Background: an optimization exercise with open tools, aiming at small area. Do not read the settings as production practice.
Function was checked by simulation only, so behaviour that the tests miss may differ from the original.

## flow/config.mk

```make
export PLATFORM = sky130hd
export DESIGN_NAME = fft_peak_detect
export DESIGN_NICKNAME = fft_peak_detect
export VERILOG_FILES = /design/flow/design.v
export SDC_FILE = /design/flow/constraint.sdc
export NUM_CORES = 4
export LEC_CHECK = 0
export CAP_MARGIN = 0
export CORE_MARGIN = 2
export CORE_UTILIZATION = 65
export CTS_BUF_LIST = sky130_fd_sc_hd__clkbuf_8
export SLEW_MARGIN = 0
```

## flow/flow/faflip.py

```python
#!/usr/bin/env python3
"""Netlist clean-up after synthesis: flips full adders (FA is self-dual,
FA(~a,~b,~c) = ~FA(a,b,c)) to cancel inverters around them, then folds
single-load inverters into the gate that drives them.

usage: faflip.py IN.v OUT.v
"""
import re, sys

PRE = 'sky130_fd_sc_hd__'
src = open(sys.argv[1]).read()

m = re.search(r'^module\s+(\w+)\s*\((.*?)\);', src, re.S | re.M)
ports = set(p.strip() for p in m.group(2).split(','))
inst_re = re.compile(r'^(\s*)(' + PRE + r'\w+)\s+(\S+)\s*\((.*?)\);\n', re.S | re.M)
pin_re = re.compile(r'\.(\w+)\(([^()]*)\)')

cells = {}   # name -> [type, {pin: net}]
order = []
first = None
for mm in inst_re.finditer(src):
    if first is None:
        first = mm.start()
    t, n, body = mm.group(2), mm.group(3), mm.group(4)
    pins = {p: v.strip() for p, v in pin_re.findall(body)}
    cells[n] = [t[len(PRE):], pins]
    order.append(n)
last = list(inst_re.finditer(src))[-1].end()
head, tail = src[:first], src[last:]
assert 'assign' not in tail and 'assign' not in head, 'assign statements not handled'

OUT = {'X', 'Y', 'Q', 'Q_N', 'SUM', 'COUT', 'HI', 'LO'}


def is_port_net(net):
    return net.split('[')[0].strip() in ports


def build():
    drv, loads = {}, {}
    for n, (t, pins) in cells.items():
        for p, v in pins.items():
            if p in OUT:
                drv[v] = (n, p)
            else:
                loads.setdefault(v, []).append((n, p))
    return drv, loads


cnt = [0]
newnets = []


def newnet():
    cnt[0] += 1
    nn = '_ff%d_' % cnt[0]
    newnets.append(nn)
    return nn


def new_inv(a, y):
    cnt[0] += 1
    nm = '_ffi%d_' % cnt[0]
    cells[nm] = ['inv_1', {'A': a, 'Y': y}]
    return nm


def is_inv(n):
    return n in cells and cells[n][0] in ('inv_1', 'clkinv_1')


def cleanup():
    """Remove inverters without loads, and bypass inverter pairs."""
    changed = True
    while changed:
        changed = False
        drv, loads = build()
        for n in list(cells):
            if n not in cells or not is_inv(n):
                continue
            y = cells[n][1]['Y']
            if not loads.get(y) and not is_port_net(y):
                del cells[n]
                changed = True
                continue
            a = cells[n][1]['A']
            d = drv.get(a)
            # inv -> inv: loads of the second may use the first's input.
            if d and is_inv(d[0]) and not is_port_net(y):
                orig = cells[d[0]][1]['A']
                for (ln, lp) in loads.get(y, []):
                    cells[ln][1][lp] = orig
                del cells[n]
                changed = True
                drv, loads = build()


def ninv():
    return sum(1 for n in cells if is_inv(n))


COMP = {'and2_1': 'nand2_1', 'nand2_1': 'and2_1', 'or2_1': 'nor2_1', 'nor2_1': 'or2_1',
        'xor2_1': 'xnor2_1', 'xnor2_1': 'xor2_1', 'and3_1': 'nand3_1', 'nand3_1': 'and3_1',
        'or3_1': 'nor3_1', 'nor3_1': 'or3_1', 'and4_1': 'nand4_1', 'nand4_1': 'and4_1',
        'or4_1': 'nor4_1', 'nor4_1': 'or4_1', 'inv_1': None}


def outpin(t):
    return 'X' if t.startswith(('and', 'or', 'xor', 'buf', 'clkbuf')) else 'Y'


def flip(f):
    drv, loads = build()
    t, pins = cells[f]
    for p in ('A', 'B', 'CIN'):
        v = pins[p]
        d = drv.get(v)
        if d and is_inv(d[0]):
            pins[p] = cells[d[0]][1]['A']
        elif (d and COMP.get(cells[d[0]][0]) and len(loads.get(v, [])) == 1
              and not is_port_net(v)):
            g = cells[d[0]]
            del g[1][outpin(g[0])]
            g[0] = COMP[g[0]]
            g[1][outpin(g[0])] = v
        else:
            # reuse an inverter of this net if there is one
            inv = [ln for (ln, lp) in loads.get(v, []) if is_inv(ln)]
            if inv:
                pins[p] = cells[inv[0]][1]['Y']
            else:
                nn = newnet()
                new_inv(v, nn)
                pins[p] = nn
    for p in ('SUM', 'COUT'):
        o = pins[p]
        on = newnet()
        pins[p] = on
        rest = []
        for (ln, lp) in loads.get(o, []):
            if is_inv(ln) and not is_port_net(cells[ln][1]['Y']):
                y = cells[ln][1]['Y']
                _, l2 = drv, loads
                for (mn, mp) in loads.get(y, []):
                    cells[mn][1][mp] = on
                del cells[ln]
            else:
                rest.append((ln, lp))
        if rest or is_port_net(o):
            new_inv(on, o)


import copy, random


def ha_fix():
    """HA(~x, ~y) = (x ^ y, ~(x | y)): xor2 + nor2, the same area, two inverters gone."""
    n_fixed = 0
    drv, loads = build()
    for n in list(cells):
        if n not in cells or cells[n][0] != 'ha_1':
            continue
        pins = cells[n][1]
        da, db = drv.get(pins['A']), drv.get(pins['B'])
        if not (da and db and is_inv(da[0]) and is_inv(db[0])):
            continue
        x, y = cells[da[0]][1]['A'], cells[db[0]][1]['A']
        del cells[n]
        cnt[0] += 1
        if 'SUM' in pins:
            cells['_ffx%d_' % cnt[0]] = ['xor2_1', {'A': x, 'B': y, 'X': pins['SUM']}]
        if 'COUT' in pins:
            cells['_ffn%d_' % cnt[0]] = ['nor2_1', {'A': x, 'B': y, 'Y': pins['COUT']}]
        n_fixed += 1
        drv, loads = build()
    cleanup()
    return n_fixed


AREA = {}
_cur = None
for _line in open('/OpenROAD-flow-scripts/flow/platforms/sky130hd/lib/sky130_fd_sc_hd__tt_025C_1v80.lib'):
    _m = re.match(r'\s*cell\s*\(\s*"?(\w+)"?\s*\)', _line)
    if _m:
        _cur = _m.group(1)
    _m = re.match(r'\s*area\s*:\s*([\d.]+)', _line)
    if _m and _cur:
        AREA[_cur[len(PRE):]] = float(_m.group(1))
        _cur = None


def cost():
    return sum(AREA[t] for t, _ in cells.values()) - 3.75 * free_invs()


def free_invs():
    """Inverters, not counting those that only feed half adders whose both
    inputs are inverted (ha_fix removes them)."""
    drv, loads = build()
    k = 0
    for n in cells:
        if not is_inv(n):
            continue
        ls = loads.get(cells[n][1]['Y'], [])
        free = bool(ls) and not is_port_net(cells[n][1]['Y'])
        for (ln, lp) in ls:
            if cells[ln][0] != 'ha_1':
                free = False
                break
            other = cells[ln][1]['B' if lp == 'A' else 'A']
            d = drv.get(other)
            if not (d and is_inv(d[0])):
                free = False
                break
        if free:
            k += 1
    return k


# Drop synthesis buffers between cells (placement repairs what needs it).
nbuf = 0
drv, loads = build()
for n in list(cells):
    t, pins = cells[n]
    if not (t.startswith('buf_') or t.startswith('clkbuf_')):
        continue
    a, x = pins['A'], pins['X']
    if is_port_net(x):
        continue
    for (ln, lp) in loads.get(x, []):
        cells[ln][1][lp] = a
    del cells[n]
    nbuf += 1
    drv, loads = build()
print('buffers removed:', nbuf, file=sys.stderr)
cleanup()
base = cost()
print('inverters at start:', ninv(), 'area', base, file=sys.stderr)
random.seed(1)
fas = [n for n in cells if cells[n][0] == 'fa_1']


def components():
    """Two-colour the full adders: an inverter between two adders asks for
    different colours. Returns [(members, colour)] per connected group."""
    drv, loads = build()
    adj = {f: [] for f in fas}
    for f in fas:
        for p in ('A', 'B', 'CIN'):
            v = cells[f][1][p]
            k = 0
            d = drv.get(v)
            while d and is_inv(d[0]):
                k += 1
                d = drv.get(cells[d[0]][1]['A'])
            if d and cells[d[0]][0] == 'fa_1':
                adj[f].append((d[0], k & 1))
                adj[d[0]].append((f, k & 1))
    col, comps = {}, []
    for f in fas:
        if f in col:
            continue
        col[f] = 0
        q, mem = [f], [f]
        while q:
            u = q.pop()
            for (w, par) in adj[u]:
                if w not in col:
                    col[w] = col[u] ^ par
                    q.append(w)
                    mem.append(w)
        comps.append(mem)
    return comps, col


comps, col = components()
print('adder groups:', len(comps), [len(c) for c in comps][:10], file=sys.stderr)
for mem in comps:
    results = []
    for want in (0, 1):
        save = copy.deepcopy(cells)
        for f in mem:
            if col[f] == want:
                flip(f)
                cleanup()
        results.append((cost(), want))
        cells.clear()
        cells.update(save)
    k, want = min(results)
    if k < base:
        for f in mem:
            if col[f] == want:
                flip(f)
                cleanup()
        base = cost()
print('after colouring:', ninv(), base, file=sys.stderr)
best = copy.deepcopy(cells)
best_k = base
for rnd in range(6):
    random.shuffle(fas)
    for f in fas:
        save = copy.deepcopy(cells)
        flip(f)
        cleanup()
        k = cost()
        # accept ties in the first rounds to leave local minima
        if k < base or (k == base and rnd < 3):
            base = k
        else:
            cells.clear()
            cells.update(save)
        if base < best_k:
            best_k = base
            best = copy.deepcopy(cells)
    print('round', rnd, 'inverters', ninv(), 'area', base, file=sys.stderr)
cells.clear()
cells.update(best)
print('inverters after flips:', ninv(), file=sys.stderr)
print('half adders on two inverted inputs rebuilt:', ha_fix(), 'inverters', ninv(), file=sys.stderr)

drv, loads = build()
for n in list(cells):
    t, pins = cells[n]
    if t != 'ha_1':
        continue
    if not loads.get(pins.get('SUM')) and not is_port_net(pins.get('SUM', '')):
        cells[n] = ['and2_1', {'A': pins['A'], 'B': pins['B'], 'X': pins['COUT']}]
    elif not loads.get(pins.get('COUT')) and not is_port_net(pins.get('COUT', '')):
        cells[n] = ['xor2_1', {'A': pins['A'], 'B': pins['B'], 'X': pins['SUM']}]

# Fold a single-load inverter into the simple gate that drives it.
folded = 0
drv, loads = build()
for n in list(cells):
    if n not in cells or not is_inv(n):
        continue
    a = cells[n][1]['A']
    d = drv.get(a)
    if not d or d[0] not in cells or is_port_net(a) or len(loads.get(a, [])) != 1:
        continue
    g = cells[d[0]]
    if g[0] not in COMP or COMP[g[0]] is None:
        continue
    outp = 'Y' if 'Y' in g[1] else 'X'
    newt = COMP[g[0]]
    newout = 'Y' if newt.startswith('n') or newt.startswith('xn') else 'X'
    if newt.startswith('xnor'):
        newout = 'Y'
    if newt.startswith('xor'):
        newout = 'X'
    y = cells[n][1]['Y']
    del g[1][outp]
    g[1][newout] = y
    g[0] = newt
    del cells[n]
    folded += 1
    drv, loads = build()
print('folded into gates:', folded, 'inverters left:', ninv(), file=sys.stderr)

# Write out.
used = set()
for t, pins in cells.values():
    used.update(pins.values())
decl = ''.join('  wire %s;\n' % w for w in newnets if w in used)
body = []
for n in order + [k for k in cells if k not in order]:
    if n not in cells:
        continue
    t, pins = cells[n]
    body.append('  %s%s %s (\n%s\n  );\n' % (PRE, t, n, ',\n'.join('    .%s(%s%s)' % (p, v, ' ' if v.startswith('\\') else '') for p, v in pins.items())))
open(sys.argv[2], 'w').write(head.rstrip(' ') + decl + ''.join(body) + tail)
```

## flow/flow/run.sh

```bash
#!/bin/bash
# Standard synthesis, then a netlist clean-up (flow/faflip.py: full adders
# flipped to cancel inverters, single-load inverters folded into their
# driver), then the standard layout from floorplan on, with plain buf_1
# port buffers.
set -euo pipefail
RES=orfs/results/sky130hd/fft_peak_detect/base
bash standard.sh synth > synth.log 2>&1
cp $RES/1_2_yosys.v yosys_std.v
python3 flow/faflip.py yosys_std.v $RES/1_2_yosys.v > faflip.log 2>&1
rm -f $RES/1_synth.odb
export BUFFER_PORTS_ARGS="-buffer_cell sky130_fd_sc_hd__buf_1"
bash standard.sh > layout.log 2>&1
```

## flow/design.v

```verilog
`default_nettype none
package fft_peak_detect_pkg;
  localparam int FPD_DATA_W = 16;
  localparam int FPD_IDX_W  = 10;
  typedef enum logic [1:0] {
    ST_IDLE   = 2'd0,
    ST_ACCUM  = 2'd1,
    ST_DRAIN  = 2'd2,
    ST_REPORT = 2'd3
  } fpd_state_e;
endpackage
`default_nettype wire
`default_nettype none
module fft_mag2_pipe
#(
  parameter int DATA_W = fft_peak_detect_pkg::FPD_DATA_W
) (
  input  logic [DATA_W-1:0]     in_re,
  input  logic [DATA_W-1:0]     in_im,
  output logic [2*DATA_W-1:0]   out_pow
);
  wire [15:0] a = in_re;
  wire [15:0] b = in_im;
  wire w0 = a[0] & a[1];
  wire w1 = a[0] & a[2];
  wire w2 = a[0] & a[3];
  wire w3 = a[0] & a[4];
  wire w4 = a[0] & a[5];
  wire w5 = a[0] & a[6];
  wire w6 = a[0] & a[7];
  wire w7 = a[0] & a[8];
  wire w8 = a[0] & a[9];
  wire w9 = a[0] & a[10];
  wire w10 = a[0] & a[11];
  wire w11 = a[0] & a[12];
  wire w12 = a[0] & a[13];
  wire w13 = a[0] & a[14];
  wire w14 = ~(a[15] & a[0]);
  wire w15 = a[1] & a[2];
  wire w16 = a[1] & a[3];
  wire w17 = a[1] & a[4];
  wire w18 = a[1] & a[5];
  wire w19 = a[1] & a[6];
  wire w20 = a[1] & a[7];
  wire w21 = a[1] & a[8];
  wire w22 = a[1] & a[9];
  wire w23 = a[1] & a[10];
  wire w24 = a[1] & a[11];
  wire w25 = a[1] & a[12];
  wire w26 = a[1] & a[13];
  wire w27 = a[1] & a[14];
  wire w28 = ~(a[15] & a[1]);
  wire w29 = a[2] & a[3];
  wire w30 = a[2] & a[4];
  wire w31 = a[2] & a[5];
  wire w32 = a[2] & a[6];
  wire w33 = a[2] & a[7];
  wire w34 = a[2] & a[8];
  wire w35 = a[2] & a[9];
  wire w36 = a[2] & a[10];
  wire w37 = a[2] & a[11];
  wire w38 = a[2] & a[12];
  wire w39 = a[2] & a[13];
  wire w40 = a[2] & a[14];
  wire w41 = ~(a[15] & a[2]);
  wire w42 = a[3] & a[4];
  wire w43 = a[3] & a[5];
  wire w44 = a[3] & a[6];
  wire w45 = a[3] & a[7];
  wire w46 = a[3] & a[8];
  wire w47 = a[3] & a[9];
  wire w48 = a[3] & a[10];
  wire w49 = a[3] & a[11];
  wire w50 = a[3] & a[12];
  wire w51 = a[3] & a[13];
  wire w52 = a[3] & a[14];
  wire w53 = ~(a[15] & a[3]);
  wire w54 = a[4] & a[5];
  wire w55 = a[4] & a[6];
  wire w56 = a[4] & a[7];
  wire w57 = a[4] & a[8];
  wire w58 = a[4] & a[9];
  wire w59 = a[4] & a[10];
  wire w60 = a[4] & a[11];
  wire w61 = a[4] & a[12];
  wire w62 = a[4] & a[13];
  wire w63 = a[4] & a[14];
  wire w64 = ~(a[15] & a[4]);
  wire w65 = a[5] & a[6];
  wire w66 = a[5] & a[7];
  wire w67 = a[5] & a[8];
  wire w68 = a[5] & a[9];
  wire w69 = a[5] & a[10];
  wire w70 = a[5] & a[11];
  wire w71 = a[5] & a[12];
  wire w72 = a[5] & a[13];
  wire w73 = a[5] & a[14];
  wire w74 = ~(a[15] & a[5]);
  wire w75 = a[6] & a[7];
  wire w76 = a[6] & a[8];
  wire w77 = a[6] & a[9];
  wire w78 = a[6] & a[10];
  wire w79 = a[6] & a[11];
  wire w80 = a[6] & a[12];
  wire w81 = a[6] & a[13];
  wire w82 = a[6] & a[14];
  wire w83 = ~(a[15] & a[6]);
  wire w84 = a[7] & a[8];
  wire w85 = a[7] & a[9];
  wire w86 = a[7] & a[10];
  wire w87 = a[7] & a[11];
  wire w88 = a[7] & a[12];
  wire w89 = a[7] & a[13];
  wire w90 = a[7] & a[14];
  wire w91 = ~(a[15] & a[7]);
  wire w92 = a[8] & a[9];
  wire w93 = a[8] & a[10];
  wire w94 = a[8] & a[11];
  wire w95 = a[8] & a[12];
  wire w96 = a[8] & a[13];
  wire w97 = a[8] & a[14];
  wire w98 = ~(a[15] & a[8]);
  wire w99 = a[9] & a[10];
  wire w100 = a[9] & a[11];
  wire w101 = a[9] & a[12];
  wire w102 = a[9] & a[13];
  wire w103 = a[9] & a[14];
  wire w104 = ~(a[15] & a[9]);
  wire w105 = a[10] & a[11];
  wire w106 = a[10] & a[12];
  wire w107 = a[10] & a[13];
  wire w108 = a[10] & a[14];
  wire w109 = ~(a[15] & a[10]);
  wire w110 = a[11] & a[12];
  wire w111 = a[11] & a[13];
  wire w112 = a[11] & a[14];
  wire w113 = ~(a[15] & a[11]);
  wire w114 = a[12] & a[13];
  wire w115 = a[12] & a[14];
  wire w116 = ~(a[15] & a[12]);
  wire w117 = a[13] & a[14];
  wire w118 = ~(a[15] & a[13]);
  wire w119 = ~(a[15] & a[14]);
  wire w120 = b[0] & b[1];
  wire w121 = b[0] & b[2];
  wire w122 = b[0] & b[3];
  wire w123 = b[0] & b[4];
  wire w124 = b[0] & b[5];
  wire w125 = b[0] & b[6];
  wire w126 = b[0] & b[7];
  wire w127 = b[0] & b[8];
  wire w128 = b[0] & b[9];
  wire w129 = b[0] & b[10];
  wire w130 = b[0] & b[11];
  wire w131 = b[0] & b[12];
  wire w132 = b[0] & b[13];
  wire w133 = b[0] & b[14];
  wire w134 = ~(b[15] & b[0]);
  wire w135 = b[1] & b[2];
  wire w136 = b[1] & b[3];
  wire w137 = b[1] & b[4];
  wire w138 = b[1] & b[5];
  wire w139 = b[1] & b[6];
  wire w140 = b[1] & b[7];
  wire w141 = b[1] & b[8];
  wire w142 = b[1] & b[9];
  wire w143 = b[1] & b[10];
  wire w144 = b[1] & b[11];
  wire w145 = b[1] & b[12];
  wire w146 = b[1] & b[13];
  wire w147 = b[1] & b[14];
  wire w148 = ~(b[15] & b[1]);
  wire w149 = b[2] & b[3];
  wire w150 = b[2] & b[4];
  wire w151 = b[2] & b[5];
  wire w152 = b[2] & b[6];
  wire w153 = b[2] & b[7];
  wire w154 = b[2] & b[8];
  wire w155 = b[2] & b[9];
  wire w156 = b[2] & b[10];
  wire w157 = b[2] & b[11];
  wire w158 = b[2] & b[12];
  wire w159 = b[2] & b[13];
  wire w160 = b[2] & b[14];
  wire w161 = ~(b[15] & b[2]);
  wire w162 = b[3] & b[4];
  wire w163 = b[3] & b[5];
  wire w164 = b[3] & b[6];
  wire w165 = b[3] & b[7];
  wire w166 = b[3] & b[8];
  wire w167 = b[3] & b[9];
  wire w168 = b[3] & b[10];
  wire w169 = b[3] & b[11];
  wire w170 = b[3] & b[12];
  wire w171 = b[3] & b[13];
  wire w172 = b[3] & b[14];
  wire w173 = ~(b[15] & b[3]);
  wire w174 = b[4] & b[5];
  wire w175 = b[4] & b[6];
  wire w176 = b[4] & b[7];
  wire w177 = b[4] & b[8];
  wire w178 = b[4] & b[9];
  wire w179 = b[4] & b[10];
  wire w180 = b[4] & b[11];
  wire w181 = b[4] & b[12];
  wire w182 = b[4] & b[13];
  wire w183 = b[4] & b[14];
  wire w184 = ~(b[15] & b[4]);
  wire w185 = b[5] & b[6];
  wire w186 = b[5] & b[7];
  wire w187 = b[5] & b[8];
  wire w188 = b[5] & b[9];
  wire w189 = b[5] & b[10];
  wire w190 = b[5] & b[11];
  wire w191 = b[5] & b[12];
  wire w192 = b[5] & b[13];
  wire w193 = b[5] & b[14];
  wire w194 = ~(b[15] & b[5]);
  wire w195 = b[6] & b[7];
  wire w196 = b[6] & b[8];
  wire w197 = b[6] & b[9];
  wire w198 = b[6] & b[10];
  wire w199 = b[6] & b[11];
  wire w200 = b[6] & b[12];
  wire w201 = b[6] & b[13];
  wire w202 = b[6] & b[14];
  wire w203 = ~(b[15] & b[6]);
  wire w204 = b[7] & b[8];
  wire w205 = b[7] & b[9];
  wire w206 = b[7] & b[10];
  wire w207 = b[7] & b[11];
  wire w208 = b[7] & b[12];
  wire w209 = b[7] & b[13];
  wire w210 = b[7] & b[14];
  wire w211 = ~(b[15] & b[7]);
  wire w212 = b[8] & b[9];
  wire w213 = b[8] & b[10];
  wire w214 = b[8] & b[11];
  wire w215 = b[8] & b[12];
  wire w216 = b[8] & b[13];
  wire w217 = b[8] & b[14];
  wire w218 = ~(b[15] & b[8]);
  wire w219 = b[9] & b[10];
  wire w220 = b[9] & b[11];
  wire w221 = b[9] & b[12];
  wire w222 = b[9] & b[13];
  wire w223 = b[9] & b[14];
  wire w224 = ~(b[15] & b[9]);
  wire w225 = b[10] & b[11];
  wire w226 = b[10] & b[12];
  wire w227 = b[10] & b[13];
  wire w228 = b[10] & b[14];
  wire w229 = ~(b[15] & b[10]);
  wire w230 = b[11] & b[12];
  wire w231 = b[11] & b[13];
  wire w232 = b[11] & b[14];
  wire w233 = ~(b[15] & b[11]);
  wire w234 = b[12] & b[13];
  wire w235 = b[12] & b[14];
  wire w236 = ~(b[15] & b[12]);
  wire w237 = b[13] & b[14];
  wire w238 = ~(b[15] & b[13]);
  wire w239 = ~(b[15] & b[14]);
  wire w240 = w10 ^ w23;
  wire w241 = w10 & w23;
  wire w242, w243;
  assign {w243, w242} = w12 + w25 + w37;
  wire w244 = w48 ^ w58;
  wire w245 = w48 & w58;
  wire w246, w247;
  assign {w247, w246} = w13 + w26 + w38;
  wire w248 = w49 ^ w59;
  wire w249 = w49 & w59;
  wire w250, w251;
  assign {w251, w250} = w14 + w27 + w39;
  wire w252, w253;
  assign {w253, w252} = w50 + w60 + w69;
  wire w254, w255;
  assign {w255, w254} = w77 + w84 + a[8];
  wire w256 = w134 ^ w147;
  wire w257 = w134 & w147;
  wire w258, w259;
  assign {w259, w258} = w28 + w40 + w51;
  wire w260, w261;
  assign {w261, w260} = w61 + w70 + w78;
  wire w262, w263;
  assign {w263, w262} = w85 + w148 + w160;
  wire w264, w265;
  assign {w265, w264} = w41 + w52 + w62;
  wire w266, w267;
  assign {w267, w266} = w71 + w79 + w86;
  wire w268, w269;
  assign {w269, w268} = w92 + a[9] + w161;
  wire w270, w271;
  assign {w271, w270} = w53 + w63 + w72;
  wire w272, w273;
  assign {w273, w272} = w64 + w73 + w81;
  wire w274 = w6 ^ w19;
  wire w275 = w6 & w19;
  wire w276, w277;
  assign {w277, w276} = w8 + w21 + w33;
  wire w278 = w44 ^ w54;
  wire w279 = w44 & w54;
  wire w280, w281;
  assign {w281, w280} = w9 + w22 + w34;
  wire w282 = w45 ^ w55;
  wire w283 = w45 & w55;
  wire w284, w285;
  assign {w285, w284} = w35 + w46 + w56;
  wire w286, w287;
  assign {w287, w286} = w65 + a[6] + w130;
  wire w288, w289;
  assign {w289, w288} = w143 + w155 + w166;
  wire w290, w291;
  assign {w291, w290} = w11 + w24 + w36;
  wire w292, w293;
  assign {w293, w292} = w47 + w57 + w66;
  wire w294, w295;
  assign {w295, w294} = w131 + w144 + w156;
  wire w296 = w167 ^ w177;
  wire w297 = w167 & w177;
  wire w298, w299;
  assign {w299, w298} = w67 + w75 + a[7];
  wire w300, w301;
  assign {w301, w300} = w132 + w145 + w157;
  wire w302, w303;
  assign {w303, w302} = w168 + w178 + w187;
  wire w304, w305;
  assign {w305, w304} = w195 + b[7] + w242;
  wire w306, w307;
  assign {w307, w306} = w68 + w76 + w133;
  wire w308, w309;
  assign {w309, w308} = w146 + w158 + w169;
  wire w310, w311;
  assign {w311, w310} = w179 + w188 + w196;
  wire w312, w313;
  assign {w313, w312} = w246 + w248 + w243;
  wire w314, w315;
  assign {w315, w314} = w159 + w170 + w180;
  wire w316, w317;
  assign {w317, w316} = w189 + w197 + w204;
  wire w318, w319;
  assign {w319, w318} = b[8] + w250 + w252;
  wire w320, w321;
  assign {w321, w320} = w254 + w256 + w247;
  wire w322, w323;
  assign {w323, w322} = w171 + w181 + w190;
  wire w324, w325;
  assign {w325, w324} = w198 + w205 + 1'b1;
  wire w326, w327;
  assign {w327, w326} = w258 + w260 + w262;
  wire w328, w329;
  assign {w329, w328} = w251 + w253 + w255;
  wire w330, w331;
  assign {w331, w330} = w172 + w182 + w191;
  wire w332, w333;
  assign {w333, w332} = w199 + w206 + w212;
  wire w334, w335;
  assign {w335, w334} = b[9] + w264 + w266;
  wire w336, w337;
  assign {w337, w336} = w268 + w259 + w261;
  wire w338, w339;
  assign {w339, w338} = w80 + w87 + w93;
  wire w340, w341;
  assign {w341, w340} = w173 + w183 + w192;
  wire w342, w343;
  assign {w343, w342} = w200 + w207 + w213;
  wire w344, w345;
  assign {w345, w344} = w270 + w265 + w267;
  wire w346, w347;
  assign {w347, w346} = w88 + w94 + w99;
  wire w348, w349;
  assign {w349, w348} = a[10] + w184 + w193;
  wire w350, w351;
  assign {w351, w350} = w201 + w208 + w214;
  wire w352, w353;
  assign {w353, w352} = w219 + b[10] + w272;
  wire w354, w355;
  assign {w355, w354} = w74 + w82 + w89;
  wire w356, w357;
  assign {w357, w356} = w95 + w100 + w194;
  wire w358, w359;
  assign {w359, w358} = w202 + w209 + w215;
  wire w360, w361;
  assign {w361, w360} = w83 + w90 + w96;
  wire w362, w363;
  assign {w363, w362} = w101 + w105 + a[11];
  wire w364, w365;
  assign {w365, w364} = w203 + w210 + w216;
  wire w366, w367;
  assign {w367, w366} = w91 + w97 + w102;
  wire w368, w369;
  assign {w369, w368} = w98 + w103 + w107;
  wire w370, w371;
  assign {w371, w370} = w4 + w17 + w29;
  wire w372 = w5 ^ w18;
  wire w373 = w5 & w18;
  wire w374, w375;
  assign {w375, w374} = w31 + w42 + a[4];
  wire w376, w377;
  assign {w377, w376} = w126 + w139 + w151;
  wire w378, w379;
  assign {w379, w378} = w7 + w20 + w32;
  wire w380, w381;
  assign {w381, w380} = w43 + w127 + w140;
  wire w382 = w152 ^ w163;
  wire w383 = w152 & w163;
  wire w384, w385;
  assign {w385, w384} = a[5] + w128 + w141;
  wire w386, w387;
  assign {w387, w386} = w153 + w164 + w174;
  wire w388, w389;
  assign {w389, w388} = b[5] + w276 + w278;
  wire w390, w391;
  assign {w391, w390} = w129 + w142 + w154;
  wire w392, w393;
  assign {w393, w392} = w165 + w175 + w280;
  wire w394, w395;
  assign {w395, w394} = w282 + w277 + w279;
  wire w396, w397;
  assign {w397, w396} = w176 + w185 + b[6];
  wire w398, w399;
  assign {w399, w398} = w240 + w284 + w286;
  wire w400, w401;
  assign {w401, w400} = w288 + w281 + w283;
  wire w402, w403;
  assign {w403, w402} = w186 + w241 + w290;
  wire w404, w405;
  assign {w405, w404} = w292 + w294 + w296;
  wire w406, w407;
  assign {w407, w406} = w285 + w287 + w289;
  wire w408, w409;
  assign {w409, w408} = w244 + w298 + w300;
  wire w410, w411;
  assign {w411, w410} = w302 + w304 + w291;
  wire w412, w413;
  assign {w413, w412} = w293 + w295 + w297;
  wire w414, w415;
  assign {w415, w414} = w245 + w306 + w308;
  wire w416, w417;
  assign {w417, w416} = w310 + w312 + w299;
  wire w418, w419;
  assign {w419, w418} = w301 + w303 + w305;
  wire w420, w421;
  assign {w421, w420} = w249 + w314 + w316;
  wire w422, w423;
  assign {w423, w422} = w318 + w320 + w307;
  wire w424, w425;
  assign {w425, w424} = w309 + w311 + w313;
  wire w426, w427;
  assign {w427, w426} = w257 + w322 + w324;
  wire w428, w429;
  assign {w429, w428} = w326 + w328 + w315;
  wire w430, w431;
  assign {w431, w430} = w317 + w319 + w321;
  wire w432, w433;
  assign {w433, w432} = w263 + w330 + w332;
  wire w434, w435;
  assign {w435, w434} = w334 + w336 + w323;
  wire w436, w437;
  assign {w437, w436} = w325 + w327 + w329;
  wire w438, w439;
  assign {w439, w438} = w269 + w338 + w340;
  wire w440, w441;
  assign {w441, w440} = w342 + w344 + w331;
  wire w442, w443;
  assign {w443, w442} = w333 + w335 + w337;
  wire w444, w445;
  assign {w445, w444} = w271 + w346 + w348;
  wire w446, w447;
  assign {w447, w446} = w350 + w352 + w339;
  wire w448, w449;
  assign {w449, w448} = w341 + w343 + w345;
  wire w450, w451;
  assign {w451, w450} = w220 + w273 + w354;
  wire w452, w453;
  assign {w453, w452} = w356 + w358 + w347;
  wire w454, w455;
  assign {w455, w454} = w349 + w351 + w353;
  wire w456, w457;
  assign {w457, w456} = w221 + w225 + b[11];
  wire w458, w459;
  assign {w459, w458} = w360 + w362 + w364;
  wire w460, w461;
  assign {w461, w460} = w355 + w357 + w359;
  wire w462, w463;
  assign {w463, w462} = w106 + w211 + w217;
  wire w464, w465;
  assign {w465, w464} = w222 + w226 + w366;
  wire w466, w467;
  assign {w467, w466} = w361 + w363 + w365;
  wire w468, w469;
  assign {w469, w468} = w110 + a[12] + w218;
  wire w470, w471;
  assign {w471, w470} = w223 + w227 + w230;
  wire w472, w473;
  assign {w473, w472} = b[12] + w368 + w367;
  wire w474, w475;
  assign {w475, w474} = w104 + w108 + w111;
  wire w476, w477;
  assign {w477, w476} = w224 + w228 + w231;
  wire w478, w479;
  assign {w479, w478} = w109 + w112 + w114;
  wire w480, w481;
  assign {w481, w480} = a[13] + w229 + w232;
  wire w482, w483;
  assign {w483, w482} = w2 + w15 + a[2];
  wire w484 = w3 ^ w16;
  wire w485 = w3 & w16;
  wire w486, w487;
  assign {w487, w486} = a[3] + w124 + w137;
  wire w488 = w149 ^ b[3];
  wire w489 = w149 & b[3];
  wire w490, w491;
  assign {w491, w490} = w30 + w125 + w138;
  wire w492, w493;
  assign {w493, w492} = w150 + w372 + w371;
  wire w494, w495;
  assign {w495, w494} = w162 + b[4] + w274;
  wire w496, w497;
  assign {w497, w496} = w374 + w376 + w373;
  wire w498, w499;
  assign {w499, w498} = w275 + w378 + w380;
  wire w500, w501;
  assign {w501, w500} = w382 + w375 + w377;
  wire w502, w503;
  assign {w503, w502} = w384 + w386 + w388;
  wire w504, w505;
  assign {w505, w504} = w379 + w381 + w383;
  wire w506, w507;
  assign {w507, w506} = w390 + w392 + w394;
  wire w508, w509;
  assign {w509, w508} = w385 + w387 + w389;
  wire w510, w511;
  assign {w511, w510} = w396 + w398 + w400;
  wire w512, w513;
  assign {w513, w512} = w391 + w393 + w395;
  wire w514, w515;
  assign {w515, w514} = w402 + w404 + w406;
  wire w516, w517;
  assign {w517, w516} = w397 + w399 + w401;
  wire w518, w519;
  assign {w519, w518} = w408 + w410 + w412;
  wire w520, w521;
  assign {w521, w520} = w403 + w405 + w407;
  wire w522, w523;
  assign {w523, w522} = w414 + w416 + w418;
  wire w524, w525;
  assign {w525, w524} = w409 + w411 + w413;
  wire w526, w527;
  assign {w527, w526} = w420 + w422 + w424;
  wire w528, w529;
  assign {w529, w528} = w415 + w417 + w419;
  wire w530, w531;
  assign {w531, w530} = w426 + w428 + w430;
  wire w532, w533;
  assign {w533, w532} = w421 + w423 + w425;
  wire w534, w535;
  assign {w535, w534} = w432 + w434 + w436;
  wire w536, w537;
  assign {w537, w536} = w427 + w429 + w431;
  wire w538, w539;
  assign {w539, w538} = w438 + w440 + w442;
  wire w540, w541;
  assign {w541, w540} = w433 + w435 + w437;
  wire w542, w543;
  assign {w543, w542} = w444 + w446 + w448;
  wire w544, w545;
  assign {w545, w544} = w439 + w441 + w443;
  wire w546, w547;
  assign {w547, w546} = w450 + w452 + w454;
  wire w548, w549;
  assign {w549, w548} = w445 + w447 + w449;
  wire w550, w551;
  assign {w551, w550} = w456 + w458 + w460;
  wire w552, w553;
  assign {w553, w552} = w451 + w453 + w455;
  wire w554, w555;
  assign {w555, w554} = w462 + w464 + w466;
  wire w556, w557;
  assign {w557, w556} = w457 + w459 + w461;
  wire w558, w559;
  assign {w559, w558} = w468 + w470 + w472;
  wire w560, w561;
  assign {w561, w560} = w463 + w465 + w467;
  wire w562, w563;
  assign {w563, w562} = w369 + w474 + w476;
  wire w564, w565;
  assign {w565, w564} = w469 + w471 + w473;
  wire w566, w567;
  assign {w567, w566} = w234 + b[13] + w478;
  wire w568, w569;
  assign {w569, w568} = w480 + w475 + w477;
  wire w570, w571;
  assign {w571, w570} = w113 + w115 + w233;
  wire w572, w573;
  assign {w573, w572} = w235 + w479 + w481;
  wire w574, w575;
  assign {w575, w574} = w116 + w117 + a[14];
  wire w576, w577;
  assign {w577, w576} = w236 + w237 + b[14];
  wire w578 = w0 ^ a[1];
  wire w579 = w0 & a[1];
  wire w580 = w122 ^ w135;
  wire w581 = w122 & w135;
  wire w582, w583;
  assign {w583, w582} = w123 + w136 + w484;
  wire w584, w585;
  assign {w585, w584} = w370 + w486 + w488;
  wire w586, w587;
  assign {w587, w586} = w490 + w492 + w487;
  wire w588, w589;
  assign {w589, w588} = w494 + w496 + w491;
  wire w590, w591;
  assign {w591, w590} = w498 + w500 + w495;
  wire w592, w593;
  assign {w593, w592} = w502 + w504 + w499;
  wire w594, w595;
  assign {w595, w594} = w506 + w508 + w503;
  wire w596, w597;
  assign {w597, w596} = w510 + w512 + w507;
  wire w598, w599;
  assign {w599, w598} = w514 + w516 + w511;
  wire w600, w601;
  assign {w601, w600} = w518 + w520 + w515;
  wire w602, w603;
  assign {w603, w602} = w522 + w524 + w519;
  wire w604, w605;
  assign {w605, w604} = w526 + w528 + w523;
  wire w606, w607;
  assign {w607, w606} = w530 + w532 + w527;
  wire w608, w609;
  assign {w609, w608} = w534 + w536 + w531;
  wire w610, w611;
  assign {w611, w610} = w538 + w540 + w535;
  wire w612, w613;
  assign {w613, w612} = w542 + w544 + w539;
  wire w614, w615;
  assign {w615, w614} = w546 + w548 + w543;
  wire w616, w617;
  assign {w617, w616} = w550 + w552 + w547;
  wire w618, w619;
  assign {w619, w618} = w554 + w556 + w551;
  wire w620, w621;
  assign {w621, w620} = w558 + w560 + w555;
  wire w622, w623;
  assign {w623, w622} = w562 + w564 + w559;
  wire w624, w625;
  assign {w625, w624} = w566 + w568 + w563;
  wire w626, w627;
  assign {w627, w626} = w570 + w572 + w567;
  wire w628, w629;
  assign {w629, w628} = w574 + w576 + w571;
  wire w630, w631;
  assign {w631, w630} = w118 + w238 + w575;
  wire w632, w633;
  assign {w633, w632} = w119 + a[15] + w239;
  wire w634 = w120 ^ b[1];
  wire w635 = w120 & b[1];
  wire w636, w637;
  assign {w637, w636} = w1 + w121 + w579;
  wire w638, w639;
  assign {w639, w638} = b[2] + w482 + w580;
  wire w640, w641;
  assign {w641, w640} = w483 + w582 + w581;
  wire w642, w643;
  assign {w643, w642} = w485 + w584 + w583;
  wire w644, w645;
  assign {w645, w644} = w489 + w586 + w585;
  wire w646, w647;
  assign {w647, w646} = w493 + w588 + w587;
  wire w648, w649;
  assign {w649, w648} = w497 + w590 + w589;
  wire w650, w651;
  assign {w651, w650} = w501 + w592 + w591;
  wire w652, w653;
  assign {w653, w652} = w505 + w594 + w593;
  wire w654, w655;
  assign {w655, w654} = w509 + w596 + w595;
  wire w656, w657;
  assign {w657, w656} = w513 + w598 + w597;
  wire w658, w659;
  assign {w659, w658} = w517 + w600 + w599;
  wire w660, w661;
  assign {w661, w660} = w521 + w602 + w601;
  wire w662, w663;
  assign {w663, w662} = w525 + w604 + w603;
  wire w664, w665;
  assign {w665, w664} = w529 + w606 + w605;
  wire w666, w667;
  assign {w667, w666} = w533 + w608 + w607;
  wire w668, w669;
  assign {w669, w668} = w537 + w610 + w609;
  wire w670, w671;
  assign {w671, w670} = w541 + w612 + w611;
  wire w672, w673;
  assign {w673, w672} = w545 + w614 + w613;
  wire w674, w675;
  assign {w675, w674} = w549 + w616 + w615;
  wire w676, w677;
  assign {w677, w676} = w553 + w618 + w617;
  wire w678, w679;
  assign {w679, w678} = w557 + w620 + w619;
  wire w680, w681;
  assign {w681, w680} = w561 + w622 + w621;
  wire w682, w683;
  assign {w683, w682} = w565 + w624 + w623;
  wire w684, w685;
  assign {w685, w684} = w569 + w626 + w625;
  wire w686, w687;
  assign {w687, w686} = w573 + w628 + w627;
  wire w688, w689;
  assign {w689, w688} = w577 + w630 + w629;
  wire w690, w691;
  assign {w691, w690} = b[15] + w632 + w631;
  wire [31:0] ra = {w633, w690, w688, w686, w684, w682, w680, w678, w676, w674, w672, w670, w668, w666, w664, w662, w660, w658, w656, w654, w652, w650, w648, w646, w644, w642, w640, w638, w636, w578, 1'b0, a[0]};
  wire [31:0] rb = {w691, w689, w687, w685, w683, w681, w679, w677, w675, w673, w671, w669, w667, w665, w663, w661, w659, w657, w655, w653, w651, w649, w647, w645, w643, w641, w639, w637, w635, w634, 1'b0, b[0]};
  wire w692 = ra[0] & rb[0];
  wire w693 = ra[1] & rb[1];
  wire w694 = ra[2] & rb[2];
  wire w695 = ra[3] & rb[3];
  wire w696 = ra[4] & rb[4];
  wire w697 = ra[5] & rb[5];
  wire w698 = ra[6] & rb[6];
  wire w699 = ra[7] & rb[7];
  wire w700 = ra[8] & rb[8];
  wire w701 = ra[9] & rb[9];
  wire w702 = ra[10] & rb[10];
  wire w703 = ra[11] & rb[11];
  wire w704 = ra[12] & rb[12];
  wire w705 = ra[13] & rb[13];
  wire w706 = ra[14] & rb[14];
  wire w707 = ra[15] & rb[15];
  wire w708 = ra[16] & rb[16];
  wire w709 = ra[17] & rb[17];
  wire w710 = ra[18] & rb[18];
  wire w711 = ra[19] & rb[19];
  wire w712 = ra[20] & rb[20];
  wire w713 = ra[21] & rb[21];
  wire w714 = ra[22] & rb[22];
  wire w715 = ra[23] & rb[23];
  wire w716 = ra[24] & rb[24];
  wire w717 = ra[25] & rb[25];
  wire w718 = ra[26] & rb[26];
  wire w719 = ra[27] & rb[27];
  wire w720 = ra[28] & rb[28];
  wire w721 = ra[29] & rb[29];
  wire w722 = ra[30] & rb[30];
  wire w723 = ra[31] & rb[31];
  wire w724 = ra[0] ^ rb[0];
  wire w725 = ra[1] ^ rb[1];
  wire w726 = ra[2] ^ rb[2];
  wire w727 = ra[3] ^ rb[3];
  wire w728 = ra[4] ^ rb[4];
  wire w729 = ra[5] ^ rb[5];
  wire w730 = ra[6] ^ rb[6];
  wire w731 = ra[7] ^ rb[7];
  wire w732 = ra[8] ^ rb[8];
  wire w733 = ra[9] ^ rb[9];
  wire w734 = ra[10] ^ rb[10];
  wire w735 = ra[11] ^ rb[11];
  wire w736 = ra[12] ^ rb[12];
  wire w737 = ra[13] ^ rb[13];
  wire w738 = ra[14] ^ rb[14];
  wire w739 = ra[15] ^ rb[15];
  wire w740 = ra[16] ^ rb[16];
  wire w741 = ra[17] ^ rb[17];
  wire w742 = ra[18] ^ rb[18];
  wire w743 = ra[19] ^ rb[19];
  wire w744 = ra[20] ^ rb[20];
  wire w745 = ra[21] ^ rb[21];
  wire w746 = ra[22] ^ rb[22];
  wire w747 = ra[23] ^ rb[23];
  wire w748 = ra[24] ^ rb[24];
  wire w749 = ra[25] ^ rb[25];
  wire w750 = ra[26] ^ rb[26];
  wire w751 = ra[27] ^ rb[27];
  wire w752 = ra[28] ^ rb[28];
  wire w753 = ra[29] ^ rb[29];
  wire w754 = ra[30] ^ rb[30];
  wire w755 = ra[31] ^ rb[31];
  wire w756 = w693 | (w725 & w692);
  wire w757 = w725 & w724;
  wire w758 = w695 | (w727 & w694);
  wire w759 = w727 & w726;
  wire w760 = w697 | (w729 & w696);
  wire w761 = w729 & w728;
  wire w762 = w699 | (w731 & w698);
  wire w763 = w731 & w730;
  wire w764 = w701 | (w733 & w700);
  wire w765 = w733 & w732;
  wire w766 = w703 | (w735 & w702);
  wire w767 = w735 & w734;
  wire w768 = w705 | (w737 & w704);
  wire w769 = w737 & w736;
  wire w770 = w707 | (w739 & w706);
  wire w771 = w739 & w738;
  wire w772 = w709 | (w741 & w708);
  wire w773 = w741 & w740;
  wire w774 = w711 | (w743 & w710);
  wire w775 = w743 & w742;
  wire w776 = w713 | (w745 & w712);
  wire w777 = w745 & w744;
  wire w778 = w715 | (w747 & w714);
  wire w779 = w747 & w746;
  wire w780 = w717 | (w749 & w716);
  wire w781 = w749 & w748;
  wire w782 = w719 | (w751 & w718);
  wire w783 = w751 & w750;
  wire w784 = w721 | (w753 & w720);
  wire w785 = w753 & w752;
  wire w786 = w723 | (w755 & w722);
  wire w787 = w755 & w754;
  wire w788 = w758 | (w759 & w756);
  wire w789 = w759 & w757;
  wire w790 = w762 | (w763 & w760);
  wire w791 = w763 & w761;
  wire w792 = w766 | (w767 & w764);
  wire w793 = w767 & w765;
  wire w794 = w770 | (w771 & w768);
  wire w795 = w771 & w769;
  wire w796 = w774 | (w775 & w772);
  wire w797 = w775 & w773;
  wire w798 = w778 | (w779 & w776);
  wire w799 = w779 & w777;
  wire w800 = w782 | (w783 & w780);
  wire w801 = w783 & w781;
  wire w802 = w786 | (w787 & w784);
  wire w803 = w787 & w785;
  wire w804 = w790 | (w791 & w788);
  wire w805 = w791 & w789;
  wire w806 = w794 | (w795 & w792);
  wire w807 = w795 & w793;
  wire w808 = w798 | (w799 & w796);
  wire w809 = w799 & w797;
  wire w810 = w802 | (w803 & w800);
  wire w811 = w803 & w801;
  wire w812 = w806 | (w807 & w804);
  wire w813 = w807 & w805;
  wire w814 = w810 | (w811 & w808);
  wire w815 = w811 & w809;
  wire w816 = w814 | (w815 & w812);
  wire w817 = w815 & w813;
  wire w818 = w808 | (w809 & w812);
  wire w819 = w809 & w813;
  wire w820 = w792 | (w793 & w804);
  wire w821 = w793 & w805;
  wire w822 = w796 | (w797 & w812);
  wire w823 = w797 & w813;
  wire w824 = w800 | (w801 & w818);
  wire w825 = w801 & w819;
  wire w826 = w760 | (w761 & w788);
  wire w827 = w761 & w789;
  wire w828 = w764 | (w765 & w804);
  wire w829 = w765 & w805;
  wire w830 = w768 | (w769 & w820);
  wire w831 = w769 & w821;
  wire w832 = w772 | (w773 & w812);
  wire w833 = w773 & w813;
  wire w834 = w776 | (w777 & w822);
  wire w835 = w777 & w823;
  wire w836 = w780 | (w781 & w818);
  wire w837 = w781 & w819;
  wire w838 = w784 | (w785 & w824);
  wire w839 = w785 & w825;
  wire w840 = w694 | (w726 & w756);
  wire w841 = w726 & w757;
  wire w842 = w696 | (w728 & w788);
  wire w843 = w728 & w789;
  wire w844 = w698 | (w730 & w826);
  wire w845 = w730 & w827;
  wire w846 = w700 | (w732 & w804);
  wire w847 = w732 & w805;
  wire w848 = w702 | (w734 & w828);
  wire w849 = w734 & w829;
  wire w850 = w704 | (w736 & w820);
  wire w851 = w736 & w821;
  wire w852 = w706 | (w738 & w830);
  wire w853 = w738 & w831;
  wire w854 = w708 | (w740 & w812);
  wire w855 = w740 & w813;
  wire w856 = w710 | (w742 & w832);
  wire w857 = w742 & w833;
  wire w858 = w712 | (w744 & w822);
  wire w859 = w744 & w823;
  wire w860 = w714 | (w746 & w834);
  wire w861 = w746 & w835;
  wire w862 = w716 | (w748 & w818);
  wire w863 = w748 & w819;
  wire w864 = w718 | (w750 & w836);
  wire w865 = w750 & w837;
  wire w866 = w720 | (w752 & w824);
  wire w867 = w752 & w825;
  wire w868 = w722 | (w754 & w838);
  wire w869 = w754 & w839;
  wire w870 = w725 ^ w692;
  wire w871 = w726 ^ w756;
  wire w872 = w727 ^ w840;
  wire w873 = w728 ^ w788;
  wire w874 = w729 ^ w842;
  wire w875 = w730 ^ w826;
  wire w876 = w731 ^ w844;
  wire w877 = w732 ^ w804;
  wire w878 = w733 ^ w846;
  wire w879 = w734 ^ w828;
  wire w880 = w735 ^ w848;
  wire w881 = w736 ^ w820;
  wire w882 = w737 ^ w850;
  wire w883 = w738 ^ w830;
  wire w884 = w739 ^ w852;
  wire w885 = w740 ^ w812;
  wire w886 = w741 ^ w854;
  wire w887 = w742 ^ w832;
  wire w888 = w743 ^ w856;
  wire w889 = w744 ^ w822;
  wire w890 = w745 ^ w858;
  wire w891 = w746 ^ w834;
  wire w892 = w747 ^ w860;
  wire w893 = w748 ^ w818;
  wire w894 = w749 ^ w862;
  wire w895 = w750 ^ w836;
  wire w896 = w751 ^ w864;
  wire w897 = w752 ^ w824;
  wire w898 = w753 ^ w866;
  wire w899 = w754 ^ w838;
  wire w900 = w755 ^ w868;
  assign out_pow = {w900, w899, w898, w897, w896, w895, w894, w893, w892, w891, w890, w889, w888, w887, w886, w885, w884, w883, w882, w881, w880, w879, w878, w877, w876, w875, w874, w873, w872, w871, w870, w724};
endmodule
`default_nettype wire
`default_nettype none
module fft_peak_detect
#(
  parameter int DATA_W = fft_peak_detect_pkg::FPD_DATA_W,
  parameter int FFT_N  = 1024,
  parameter int IDX_W  = fft_peak_detect_pkg::FPD_IDX_W
) (
  input  logic                sys_clk,
  input  logic                sys_rst,
  input  logic [DATA_W-1:0]   s_re,
  input  logic [DATA_W-1:0]   s_im,
  input  logic                s_valid,
  input  logic                s_last,
  output logic                s_ready,
  output logic [IDX_W-1:0]    peak_idx,
  output logic [2*DATA_W-1:0] peak_pow,
  output logic                peak_valid,
  output logic                frame_err,
  output logic                busy
);
  localparam int PW = 2 * DATA_W;
  logic             en_q, post_q, bad_q;
  logic [IDX_W-1:0] cnt_q, run_idx_q, peak_idx_q;
  logic [PW-1:0]    run_pow_q, peak_pow_q;
  logic             w_accept, w_at_end, w_last, w_elig, w_first, w_hit, w_load;
  logic [PW-1:0]    w_pow;
  assign w_accept = s_valid & s_ready;
  assign w_at_end = &cnt_q;
  assign w_last   = w_accept & (s_last | w_at_end);
  assign w_elig   = ~cnt_q[IDX_W-1] & (|cnt_q);
  assign w_first  = (cnt_q == IDX_W'(1));
  fft_mag2_pipe #(.DATA_W(DATA_W)) u_mag2 (
    .in_re   (s_re),
    .in_im   (s_im),
    .out_pow (w_pow)
  );
  assign w_hit  = w_accept & w_elig & (w_first | (w_pow > run_pow_q));
  assign w_load = post_q & (cnt_q == IDX_W'(FFT_N - 2)) & ~bad_q;
  always_ff @(posedge sys_clk) begin
    if (w_hit) begin
      run_pow_q <= w_pow;
      run_idx_q <= w_first ? IDX_W'(|{s_re, s_im}) : cnt_q;
    end
    if (!post_q) bad_q <= ~(s_last & w_at_end);
  end
  always_ff @(posedge sys_clk or negedge sys_rst) begin
    if (!sys_rst) begin
      en_q       <= 1'b0;
      post_q     <= 1'b0;
      cnt_q      <= '0;
      peak_idx_q <= '0;
      peak_pow_q <= '0;
    end else begin
      en_q <= 1'b1;
      if (w_last) begin
        post_q <= 1'b1;
        cnt_q  <= IDX_W'(FFT_N - 4);
      end else if (post_q | w_accept) begin
        cnt_q <= cnt_q + IDX_W'(1);
        if (w_at_end) post_q <= 1'b0;
      end
      if (w_load) begin
        peak_idx_q <= run_idx_q;
        peak_pow_q <= run_pow_q;
      end
    end
  end
  assign s_ready    = en_q & ~post_q;
  assign busy       = post_q | (|cnt_q);
  assign peak_valid = post_q & w_at_end & ~bad_q;
  assign frame_err  = post_q & w_at_end & bad_q;
  assign peak_idx   = peak_idx_q;
  assign peak_pow   = peak_pow_q;
endmodule
`default_nettype wire
```

## flow/standard.sh

```bash
#!/bin/bash
# synth_recipe.tcl (not shown) runs the flow's synth.tcl, then flattens the netlist and writes it again
# the make line also repeats each setting of config.mk as NAME=value (left out here)
make -C /OpenROAD-flow-scripts/flow DESIGN_CONFIG=/design/flow/config.mk WORK_HOME=/design/flow/orfs CLKGATE_MAP_FILE= SYNTH_SCRIPT=/design/flow/synth_recipe.tcl "${@:-finish}"
```

## flow/constraint.sdc

```tcl
create_clock -name core_clock -period 10.0 [get_ports {sys_clk}]
set_input_delay 2.0000 -clock core_clock [delete_from_list [all_inputs] [get_ports {sys_clk}]]
set_output_delay 2.0000 -clock core_clock [all_outputs]
set_load 0.01 [all_outputs]
```

==> summary.txt, run 1 <==
Run status
  – Status: no timing/DRC/antenna violations

Yosys
  – Syn Area/Cell: 11.06 sq um
  – Synth Instances: 1011
  – Post-Syn Area: 11180 sq um
  – Syn_nets: 1306
  – Ys Warns: 1

Global route
  – First-pass GRT wire length: 44370 um
  – All-Layer GR Usage: 32.32%
  – Largest net degree at the start of global routing: 55
  – Gr ovfl total: 0
  – Initial antenna violation count: 0
  – Vias in the first global route: 8663

Die
  – Die Width: 135.2 um
  – Die Footprint: 18270 sq um
  – Top Ports: 82
  – Row count: 47
  – Die height: 135.2 um
  – Initial core utilization: 66.95%
  – Core area: 16700 sq um

STA
  – Slew Limit Fails: 0
  – Worst-Margin Slew: 1178 ps
  – RSZ-0062 raised after global routing: no
  – Worst Skew: 32.15 ps
  – Final hold violations: 0
  – Setup violators final: 0
  – Setup_tns: 0 ps
  – Hold_ws: 489.6 ps
  – Max-slew headroom: 20.63%
  – F_max: 0.1039 GHz
  – Post-route clock period utilization: 96.22%
  – Final worst path period need: 9622 ps

Placed design
  – Dpl cells: 1362
  – DPL Wire Length: 21770 um
  – IO Port Bufs: 81
  – RePlAce Congestion: 0.9478

Setup path
  – CP Launch Type: primary input
  – R2r setup slk: 7290 ps
  – CP endpoint kind: flip-flop
  – R2R cell count: 8
  – Crit Path Class: in -> reg
  – Arrival @ worst endpoint: 9710 ps
  – Worst endpoint required time: 10090 ps
  – Crit Path Max Fanout: 16
  – Worst r2r src: run_pow_q[29]
  – Worst R2R End: run_pow_q[25]

Clock network
  – Clock-pin slew on the worst setup and hold paths: 110 ps
  – H-tree Lvls: 3
  – Clk sinks: 97
  – CTS Buffer Depth: 2
  – CTS resizes: 0
  – Setup fix buffers added after clock tree synthesis: 0
  – CTS root buf: clkbuf_8
  – Worst-Skew Late Latency: 400 ps
  – CTS tree: done
  – Inserted Clock Buffers: 9
  – Cts-stage hold buffer count: 0

Run
  – MaxCap Viol Count: 0

Route
  – Via density: 5.877
  – Post-route ant nets: 0
  – Vias after detailed routing: 8099
  – Total Wirelength: 27100 um
  – Average wire per standard cell: 19.67 um
  – First-pass DRT Iterations: 6
  – Drt initial violations: 511
  – DRC viols: 0

Finish
  – Nets: 1448
  – Antenna diode count: 0
  – Fill count: 1235
  – Share of layout cells above drive strength 1: 9.585%
  – Final cell count without fillers: 1378
  – Synthesis-to-finish area growth: 10.61%

Hold path
  – Hold Crit Class: reg -> reg
  – Number of cells on the worst hold path: 1
  – Worst Hold End: peak_idx_q[3]
  – Hold Startpoint: run_idx_q[3]
## placed cells by master, fill, tap and decap left out, types with 11 or more instances in the layout
master	instances
a21o_1	11
a21oi_1	17
and2_1	53
buf_1	80
buf_4	49
dfrtp_1	54
edfxtp_1	43
fa_1	225
ha_1	34
inv_1	101
mux2_2	40
nand2_1	211
nand4_1	12
nor2_1	51
nor4_1	12
o21ai_0	11
or2_1	12
xnor2_1	14
xor2_1	48
## how the worst max path moves through the flow
stage          depth (start not counted)             to  slack (ps)      from
2_1_floorplan                         23   run_idx_q[0]         300  s_re[15]
3_3_place_gp                          26  run_pow_q[29]         350   s_re[6]
3_5_place_dp                          26  run_pow_q[22]          60   s_re[6]
4_1_cts                               26  run_pow_q[25]         470   s_re[6]
5_1_grt                               23  run_pow_q[25]           5  s_re[13]
6_report                              26  run_pow_q[25]         380   s_re[6]
## per-layer routing
layer | global-route usage (%) | part of all wire, %
met1 | 40.95 | 39
met2 | 55.98 | 50
met3 | 5.612 | 6.8
met4 | 12.73 | 4.4
met5 | 0 | 0
## through the flow
stage / setup slack (ps) / instance area (sq um) / utilization, %
2_1_floorplan: 299.3 / 11190 / -
3_3_place_gp: 345.6 / 12160 / 72.82
3_5_place_dp: 60.36 / 12160 / 72.82
4_1_cts: 469.9 / 12370 / 74.06
5_1_grt: 4.873 / 12370 / 74.06
6_report: 378.3 / 12370 / 74.06
## worst max-delay path: stages
cell	delay [ps]
buf_1	280
inv_1	200
or2_1	280
fa_1	610
fa_1	480
fa_1	570
fa_1	440
fa_1	500
fa_1	520
xor2_1	320
a21oi_1	160
o21a_1	230
o22ai_1	110
a211oi_1	80
o311ai_0	120
o211ai_1	170
fa_1	400
xor2_1	160
xnor2_1	140
ha_1	290
and4_1	220
nand4_1	160
nor4_1	460
o21ai_0	290
a21oi_4	240
buf_4	270
## registers in the layout (all words and copies together), names as in the netlist
name	flops
peak_idx_q	10
peak_pow_q	32
run_pow_q	32
en_q	1
post_q	1
bad_q	1
run_idx_q	10
cnt_q	10
## final cells by class
type / count / area [sq um] / share of cell area, %
Timing Repair Buffer: 131 / 693.2 / 5.604
Clock inverter: 7 / 82.58 / 0.6677
Sequential cell: 97 / 2643 / 21.37
Clock buffer: 9 / 123.9 / 1.002
Inverter: 100 / 375.4 / 3.035
Tap cell: 220 / 275.3 / 2.226
Multi-Input combinational cell: 814 / 8175 / 66.10
==> inputs of run 2 (changes only) <==
--- a/flow/flow/run.sh
+++ b/flow/flow/run.sh
@@ -11,3 +11,3 @@
 rm -f $RES/1_synth.odb
-export BUFFER_PORTS_ARGS="-buffer_cell sky130_fd_sc_hd__buf_1"
+export PRE_GLOBAL_PLACE_TCL="$PWD/flow/ports.tcl"
 bash standard.sh > layout.log 2>&1
==> flow/flow/ports.tcl (new file) <==
# Port buffers: inputs get sky130_fd_sc_hd__buf_2 (they fan out to many gates),
# outputs the smallest plain buffer.
rename buffer_ports my_orig_buffer_ports
proc buffer_ports {args} {
  my_orig_buffer_ports -inputs -buffer_cell sky130_fd_sc_hd__buf_2
  my_orig_buffer_ports -outputs -buffer_cell sky130_fd_sc_hd__buf_1
}
==> run 2 against run 1 <==
Compared with the run above: area after synthesis is the same; final area shrank 1.5%; clock skew shrank 13 ps; critical endpoint is now run_pow_q[19].
==> summary.txt, run 2 <==
Global route
  – Largest net degree at the start of global routing: 55 (unchanged)
  – First-pass GRT wire length: 43290 um (-2.4%)
  – Initial antenna violation count: 0 (unchanged)
  – Vias in the first global route: 8329 (-3.9%)
  – All-Layer GR Usage: 31.48% (-0.84 points)
  – Gr ovfl total: 0 (unchanged)

Finish
  – Final cell count without fillers: 1347 (-2.2%)
  – Share of layout cells above drive strength 1: 10.20% (+0.62 points)
  – Antenna diode count: 0 (unchanged)
  – Nets: 1417 (-2.1%)
  – Commonest cells after routing, fill and taps aside: fa_1 (225), nand2_1 (211), inv_1 (100)
  – Fill count: 1244 (+0.73%)
  – Synthesis-to-finish area growth: 8.985%
  – Commonest non-fill, non-tap cell in the layout: fa_1
  – Top Registers: peak_pow_q: 32 flops, run_pow_q: 32 flops

STA
  – Final worst path period need: 9509 ps (-112.5 ps)
  – Max-slew headroom: 24.15% (+3.5 points)
  – F_max: 0.1052 GHz (+1.2%)
  – RSZ-0062 raised after global routing: no
  – Worst-Margin Slew: 1126 ps (-52.12 ps)
  – Setup_tns: 0 ps (unchanged)
  – Setup violators final: 0 (unchanged)
  – Slew Limit Fails: 0 (unchanged)
  – Post-route clock period utilization: 95.09% (-1.1 points)
  – Final hold violations: 0 (unchanged)
  – Worst Skew: 19.00 ps (-13.15 ps)

Clock network
  – Worst-Skew Late Latency: 390 ps (about the same)
  – Setup fix buffers added after clock tree synthesis: 0 (unchanged)
  – CTS resizes: 0 (unchanged)
  – CTS Buffer Depth: 2 (unchanged)
  – Clk sinks: 97 (unchanged)
  – Cts-stage hold buffer count: 0 (unchanged)
  – Inserted Clock Buffers: 9 (unchanged)
  – H-tree Lvls: 3 (unchanged)
  – Clock-pin slew on the worst setup and hold paths: 120 ps (about the same)
  – CTS tree: done
  – CTS root buf: clkbuf_8

Yosys
  – Synth Instances: 1011 (unchanged)
  – Syn Area/Cell: 11.06 sq um (unchanged)
  – Post-Syn Area: 11180 sq um (unchanged)
  – Ys Warns: 1 (unchanged)
  – Syn_nets: 1306 (unchanged)

Setup path
  – R2r setup slk: 7390 ps (+100 ps)
  – Arrival @ worst endpoint: 9580 ps (-130 ps)
  – Crit Path Max Fanout: 17 (+1)
  – Worst endpoint required time: 10070 ps (-20 ps)
  – CP endpoint kind: flip-flop
  – Crit Path Class: in -> reg
  – CP Launch Type: primary input

Route
  – Vias after detailed routing: 7825 (-3.4%)
  – Drt initial violations: 638 (+25%)
  – Via density: 5.809 (-1.2%)
  – First-pass DRT Iterations: 5 (-1)
  – Total Wirelength: 26400 um (-2.6%)
  – Average wire per standard cell: 19.60 um (-0.34%)
  – Post-route ant nets: 0 (unchanged)
  – DRC viols: 0 (unchanged)

Die
  – Die Width: 135.2 um (unchanged)
  – Row count: 47 (unchanged)
  – Die Footprint: 18270 sq um (unchanged)
  – Core area: 16700 sq um (unchanged)
  – Die height: 135.2 um (unchanged)
  – Top Ports: 82 (unchanged)
  – Initial core utilization: 66.95% (unchanged)

Placed design
  – IO Port Bufs: 81 (unchanged)
  – DPL Wire Length: 20490 um (-5.9%)
  – Dpl cells: 1331 (-2.3%)
  – RePlAce Congestion: 0.9306 (-1.8%)

Run status
  – Status: no timing/DRC/antenna violations

Run
  – MaxCap Viol Count: 0 (unchanged)

Hold path
  – Hold Crit Class: reg -> reg
==> run 2: worst max-delay path, stage by stage <==
cell and delay [ps]:
buf_2 330, nand2_1 140, fa_1 520, fa_1 480, fa_1 520, fa_1 540
fa_1 460, fa_1 580, xor2_1 300, nand4_1 210, or2_2 360, o22ai_1 160
a211oi_1 90, o311ai_0 140, o211ai_1 190, fa_1 410, xor2_1 170, xnor2_1 150
ha_1 290, and4_1 230, nand4_1 170, nor4_1 410, o21ai_0 240, a21oi_4 230
buf_4 270
==> run 2: area by class of cell <==
type	count	area, sq um	area share, %
multi-input cells	814	8175	67.08
flip-flops and latches	97	2643	21.68
repair buffers	100	503.0	4.127
inverters	100	375.4	3.080
well taps	220	275.3	2.259
clock buffers	9	123.9	1.016
clock inverters	7	91.34	0.7495
==> run 2: per-stage QoR <==
stage               utilization [%]  hold slack, ps  worst slack (ps)  instance area, sq um
detailed placement            71.68           461.9             180.2                 11970
CTS                           72.97           496.2             519.7                 12190
finish                        72.97           491.9             490.8                 12190
floorplan                         -           453.9             299.3                 11190
global route                  72.97           514.5             138.1                 12190
global placement              71.68           456.9             447.0                 11970
==> run 2: final timing paths <==
kind | start | to | cells past startpoint
min in group asynchronous | sys_rst | peak_pow_q[14] | 2
setup / recovery | s_re[5] | run_pow_q[19] | 25
hold reg to reg | run_idx_q[2] | peak_idx_q[2] | 1
setup reg to reg | cnt_q[2] | run_pow_q[19] | 6
max in group asynchronous | sys_rst | peak_pow_q[19] | 2
hold / removal | run_idx_q[2] | peak_idx_q[2] | 1
==> run 2: per-layer routing <==
metal,wire [um],vias up,share of wire (%),GRT usage (%)
met1,10750,3977,41,41.81
met5,0,-,0,0
met2,13280,317,50,53.41
met4,803,0,3.0,10.94
li1,-,3478,-,-
met3,1565,53,5.9,5.125

[static timing again, ports no longer ideal]
In the flow no input, the clock included, has a driving cell. The finished layouts below were timed again as built, in two steps.
Step 1 (the two cells are an assumption about what drives the block):
set clk [get_ports {sys_clk}]
set_driving_cell -lib_cell sky130_fd_sc_hd__clkbuf_16 $clk
set_driving_cell -lib_cell sky130_fd_sc_hd__buf_2 [delete_from_list [all_inputs] $clk]
Step 2 adds t to the input delays and takes it off the output delays; t is the mean of the earliest and latest rising clock arrival at the registers after step 1. Input paths then give back, and output paths get back, about the clock's delay inside the block.
Three values: ideal, step 1, step 2; two values: the first two.
run	shift t [ns]	setup WS [ns]	pins driven straight from the clock port
run 1	0.428	0.378 / 0.395 / -0.033	1
run 2	0.420	0.491 / 0.509 / 0.089	1
Met with ideal ports but missed after step 2: setup timing in run 1. For run 1, which loses most, drivers alone change the setup slack by +0.017 ns; drivers and shift together by -0.411 ns.
